Context: an optimization exercise on an open-source flow, tuned for a short achievable clock period and few clock cycles per item. The choices shown serve that exercise and are no tape-out recipe. Only simulation tests tie the RTL to the original design; equivalence was not proved. No driver is modelled on the clock port, so clocking that relies on it looks cheaper here than on a real chip. Power and IR drop assume default switching activity.

==> inputs of juniper <==
## dcache_top
module dcache_top (
    input  logic        CLK,
    input  logic        nRST,
    input  logic        halt_i,
    input  logic        dp_ren_i,
    input  logic        dp_wen_i,
    input  logic [31:0] dp_addr_i,
    input  logic [31:0] dp_store_i,
    output logic        dp_hit_o,
    output logic [31:0] dp_load_o,
    output logic        dp_flushed_o,
    output logic        mem_ren_o,
    output logic        mem_wen_o,
    output logic [31:0] mem_addr_o,
    output logic [31:0] mem_store_o,
    input  logic        mem_dwait_i,
    input  logic [31:0] mem_load_i
);
    logic [25:0] tag_q [16];
    logic [31:0] d0_q  [16];
    logic [31:0] d1_q  [16];
    logic [15:0] val_q;
    logic [15:0] dty_q;
    logic [7:0]  mru_q;
    logic        hit_q;
    logic [31:0] load_q;
    logic        flushed_q;
    logic        mren_q;
    logic        mwen_q;
    logic [31:3] maddr_q;
    logic        m2_q;         
    logic [31:0] mstore_q;
    logic [25:0] ftag_q;       
    logic [3:0]  ff_q;         
    logic [31:0] wbd1_q;       
    logic [1:0]  arr_q;        
    logic [1:0]  wm_q;         
    logic        fl_q;         
    logic        halt_q;
    logic [3:0]  fsel_q;       
    logic        fany_q;       
    logic        rwait_q;      
    logic        uhit_q;
    logic        umiss_q;
    logic        a_wr_q;
    logic [2:0]  a_idx_q;
    logic        a_wd_q;
    logic        a_way_q;
    logic [31:0] a_store_q;
    assign dp_hit_o     = hit_q;
    assign dp_load_o    = load_q;
    assign dp_flushed_o = flushed_q;
    assign mem_ren_o    = mren_q;
    assign mem_wen_o    = mwen_q;
    assign mem_addr_o   = {maddr_q, m2_q, 2'b00};
    assign mem_store_o  = mstore_q;
    logic        req;
  ...
export LEC_CHECK = 0
export ABC_CLOCK_PERIOD_IN_PS = 1500
export CAP_MARGIN = 20
export CORE_MARGIN = 2
export CORE_UTILIZATION = 50
export PLACE_DENSITY = 0.65
export SETUP_SLACK_MARGIN = 4.2
export SLEW_MARGIN = 20
export TNS_END_PERCENT = 10
create_clock -name core_clock -period 7.0 [get_ports {CLK}]
standard.sh (not shown) runs the stock make flow with config.mk's settings and CLKGATE_MAP_FILE= SYNTH_SCRIPT=/design/flow/synth_recipe.tcl, a recipe that flattens the netlist after the stock synthesis.
==> flow/flow/run.sh <==
#!/bin/bash
# The standard layout, with two changes to how it is made:
#  - the resizer may swap a cell for one of another footprint (MATCH_CELL_FOOTPRINT=0), so it can
#    size gates and flip-flops up while repairing timing;
#  - the buffer that every input and output port gets is a buf_4 rather than the delay cell that
#    buffer_ports picks by default.
# Synthesis, floorplan, power grid, placement, CTS and routing are otherwise the standard ones.
# make's full output goes to standard.log in this folder; ORFS's per-step logs stay under orfs/logs.
set -euo pipefail
bash standard.sh MATCH_CELL_FOOTPRINT=0 "BUFFER_PORTS_ARGS=-buffer_cell sky130_fd_sc_hd__buf_4" finish > standard.log 2>&1
==> delta: changes against juniper <==
--- a/flow/design.v
+++ b/flow/design.v
@@ -54,65 +54,70 @@
     assign mem_ren_o    = mren_q;
     assign mem_wen_o    = mwen_q;
     assign mem_addr_o   = {maddr_q, m2_q, 2'b00};
     assign mem_store_o  = mstore_q;
     logic        req;
     logic [25:0] rtag;
     logic [2:0]  ridx;
     logic        rwd;
-    logic [15:0] eq;
-    logic        m0, m1, hit;
+    logic [15:0] hitf;         
+    logic [15:0] allow;        
+    logic [7:0]  dec;
+    logic        m1, hit, ghit;
     logic        mru_s;        
     logic        vdv;
     logic [25:0] vtag;
     logic [31:0] vd0;
     logic [31:0] vd1;
-    logic        fwd1;
+    logic        wway;
     logic [25:0] mem_free_tag;   
     logic [2:0]  sidx;         
     logic [25:0] t0s, t1s;
     logic [31:0] d00s, d01s, d10s, d11s;    
     logic        dv0s, dv1s;
     logic        eng_idle;
     logic        eng_free;     
-    logic        lk, conflict, do_hit, do_miss;
+    logic        lk, do_hit, do_miss;
     assign req  = dp_ren_i | dp_wen_i;
     assign rtag = dp_addr_i[31:6];
     assign ridx = dp_addr_i[5:3];
     assign rwd  = dp_addr_i[2];
-    for (genvar f = 0; f < 16; f++) begin : g_eq
-        assign eq[f] = val_q[f] && (tag_q[f] == rtag);
-    end
-    assign m0    = eq[{1'b0, ridx}];
-    assign m1    = eq[{1'b1, ridx}];
-    assign hit   = m0 | m1;
+    for (genvar f = 0; f < 16; f++) begin : g_hit
+        assign hitf[f]  = val_q[f] && dec[f % 8] && (tag_q[f] == rtag);
+        assign allow[f] = ~(~eng_idle && (ff_q == 4'(f)) && !dp_wen_i
+                            && !(rwd ? (arr_q[1] | wm_q[1]) : (arr_q[0] | wm_q[0])));
+    end
+    for (genvar s = 0; s < 8; s++) begin : g_dec
+        assign dec[s] = (ridx == 3'(s));
+    end
+    assign hit   = |hitf;
+    assign ghit  = |(hitf & allow);
+    assign m1    = |hitf[15:8];
     assign mru_s = mru_q[ridx];
     assign sidx  = halt_q ? fsel_q[2:0] : ridx;
     assign t0s   = tag_q[{1'b0, sidx}];
     assign t1s   = tag_q[{1'b1, sidx}];
     assign d00s  = d0_q[{1'b0, sidx}];
     assign d01s  = d0_q[{1'b1, sidx}];
     assign d10s  = d1_q[{1'b0, sidx}];
     assign d11s  = d1_q[{1'b1, sidx}];
     assign dv0s  = val_q[{1'b0, ridx}] & dty_q[{1'b0, ridx}];
     assign dv1s  = val_q[{1'b1, ridx}] & dty_q[{1'b1, ridx}];
+    assign wway  = halt_q ? fsel_q[3] : ~mru_s;
     assign vdv   = mru_s ? dv0s : dv1s;
-    assign vtag  = mru_s ? t0s : t1s;
-    assign vd0   = mru_s ? d00s : d01s;
-    assign vd1   = mru_s ? d10s : d11s;
+    assign vtag  = wway ? t1s : t0s;
+    assign vd0   = wway ? d01s : d00s;
+    assign vd1   = wway ? d11s : d10s;
     assign mem_free_tag = vdv ? vtag : rtag;
     assign eng_idle = ~(mren_q | mwen_q);
     assign eng_free = eng_idle | (mren_q & m2_q & ~mem_dwait_i);
     assign lk       = req & ~hit_q & ~rwait_q;
-    assign conflict = ~eng_idle & eq[ff_q] & (ff_q[2:0] == ridx)
-                      & ~(rwd ? (arr_q[1] | wm_q[1]) : (arr_q[0] | wm_q[0]));
-    assign do_hit   = lk & hit & ~(conflict & ~dp_wen_i);
-    assign do_miss  = lk & ~hit & eng_free;
-    assign fwd1     = mren_q & m2_q & (ff_q == {~mru_s, ridx}) & ~wm_q[1];
+    assign do_hit   = lk & ghit;
+    assign do_miss  = lk & ~hit & eng_free & ~(mren_q & (ff_q == {~mru_s, ridx}));
     logic        xdone;
     logic        arrive;       
     logic        rm_ans;       
     logic        wb1_done;
     logic [15:0] fdv;
     logic [3:0]  fsel;
     assign xdone    = (mren_q | mwen_q) & ~mem_dwait_i;
     assign arrive   = mren_q & ~mem_dwait_i;
@@ -176,36 +181,36 @@
             maddr_q  <= '0;
             m2_q     <= 1'b0;
             mstore_q <= '0;
         end else if (eng_free && !halt_q) begin
             maddr_q  <= {mem_free_tag, ridx};
             m2_q     <= 1'b0;
             mstore_q <= vd0;
         end else if ((eng_idle && halt_q) || (wb1_done && fl_q)) begin
-            maddr_q  <= {fsel_q[3] ? t1s : t0s, fsel_q[2:0]};
+            maddr_q  <= {vtag, fsel_q[2:0]};
             m2_q     <= 1'b0;
-            mstore_q <= fsel_q[3] ? d01s : d00s;
+            mstore_q <= vd0;
         end else if (xdone) begin
             if (!m2_q) begin
                 m2_q     <= 1'b1;
                 mstore_q <= wbd1_q;
             end else if (mwen_q) begin
                 m2_q    <= 1'b0;
                 maddr_q <= {ftag_q, ff_q[2:0]};
             end
         end
     end
     always_ff @(posedge CLK) begin
         if (eng_free && !halt_q) begin
             ftag_q <= rtag;
             ff_q   <= {~mru_s, ridx};
-            wbd1_q <= fwd1 ? mem_load_i : vd1;
+            wbd1_q <= vd1;
         end else if ((eng_idle && halt_q) || (wb1_done && fl_q)) begin
-            wbd1_q <= fsel_q[3] ? d11s : d10s;
+            wbd1_q <= vd1;
         end
     end
     always_ff @(posedge CLK, negedge nRST) begin
         if (!nRST) begin
             hit_q   <= 1'b0;
             rwait_q <= 1'b0;
             uhit_q  <= 1'b0;
             umiss_q <= 1'b0;
==> flow/flow/run.sh (replaced) <==
#!/bin/bash
# The standard layout, with three changes to how it is made:
#  - the resizer may swap a cell for one of another footprint (MATCH_CELL_FOOTPRINT=0), so it can
#    size gates and flip-flops up while repairing timing;
#  - the buffer that every input and output port gets is a buf_4 rather than the delay cell that
#    buffer_ports picks by default;
#  - after CTS, post_cts.tcl runs two more setup-repair passes and legalizes the placement again.
# Synthesis, floorplan, power grid, placement, CTS and routing are otherwise the standard ones.
# make's full output goes to standard.log in this folder; ORFS's per-step logs stay under orfs/logs.
set -euo pipefail
here=$(pwd)
bash standard.sh MATCH_CELL_FOOTPRINT=0 "BUFFER_PORTS_ARGS=-buffer_cell sky130_fd_sc_hd__buf_4" \
  "POST_CTS_TCL=$here/flow/post_cts.tcl" finish > standard.log 2>&1
==> flow/flow/post_cts.tcl (new file) <==
# Sourced by ORFS's cts.tcl (POST_CTS hook), after its own repair_timing and detailed placement:
# two more setup-repair passes with the same margin, then legalize the placement again.
estimate_parasitics -placement
for {set i 0} {$i < 2} {incr i} {
  repair_timing -setup -setup_margin $::env(SETUP_SLACK_MARGIN) -repair_tns 100 -verbose
}
detailed_placement
check_placement -verbose
estimate_parasitics -placement
report_wns
CORE_UTILIZATION = 35   (was 50)
PLACE_DENSITY = 0.55   (was 0.65)
TNS_END_PERCENT = 100   (was 10)
==> notes <==
- Against delta, the via count of juniper is lower by about 1.4%.
- Between juniper and delta, the lower setup slack is in juniper (gap 310 ps).
- Sequential share of layout area: juniper is higher than delta (1.3 points).
- Against delta, the area after synthesis of juniper is higher by about 2.5%.
- Of juniper and delta, juniper has the higher global-route usage (gap 10 points).
- In flip-flop and latch count, delta and juniper do not differ.
- In juniper the critical path depth is lower than in delta, by 8.
==> figures <==
Via count of the first global-routing pass: juniper 69314; delta 72506
Final area over synthesized area: juniper 1.225x; delta 1.303x
Psw: juniper 0.00596 W; delta 0.0174 W
Compound-Gate Fraction of Synth Area: juniper 0.171; delta 0.208
Slew HR: juniper 0.189; delta 0.250
CTS clock-pin slew for the worst setup and hold paths: juniper 70 ps; delta 60 ps
Met3 usage: juniper 0.210; delta 0.0857
Global Route met1 Usage: juniper 0.561; delta 0.416
Register Area: juniper 39700 sq um; delta 39800 sq um
Power consumed by the clock network: juniper 0.0100 W; delta 0.0101 W
Run status: juniper timing/DRC/antenna clean; delta timing/DRC/antenna clean
Total of fill cells in the finished design: juniper 13254; delta 21368
Antenna fix cells: juniper 17; delta 9
Placed insts: juniper 10456; delta 11908
Initial antenna violation count: juniper 26; delta 23
Most numerous cell in the Yosys netlist: juniper mux2i_1; delta a21oi_1
Testbench counts of juniper, summed over its fixed seeds: cycles 19,686, requests 4,800.
Testbench counts of delta, summed over its fixed seeds: cycles 19,690, requests 4,800.

## what the ideal ports hide
The results above use ideal ports. As a check the final layouts listed here were re-extracted and re-timed, cells and wires unchanged.
Step 1 (the two cells are an assumption about what drives the block):
set clk [get_ports {CLK}]
set_driving_cell -lib_cell sky130_fd_sc_hd__clkbuf_16 $clk
set_driving_cell -lib_cell sky130_fd_sc_hd__buf_2 [delete_from_list [all_inputs] $clk]
Step 2 times the ports against the registers' clock, not the clock port: input delays grow and output delays shrink by t, the midpoint of the rising clock arrivals with the driver on.
a / b / c = no drivers / after step 1 / after step 2; a / b = the first two.
run	shift t [ns]	setup WS [ns]	hold WS [ns]	worst slew at a driven data input, ns
juniper	0.919	3.422 / 3.422 / 2.515	0.474 / 0.466 / 0.474	0.25
delta	0.943	3.734 / 3.682 / 2.739	0.470 / 0.470 / 0.470	0.26
After both steps setup and hold are still met in every run listed. The setup slack of delta, which loses most, moves by -0.052 ns with the drivers and by -0.995 ns with both steps.
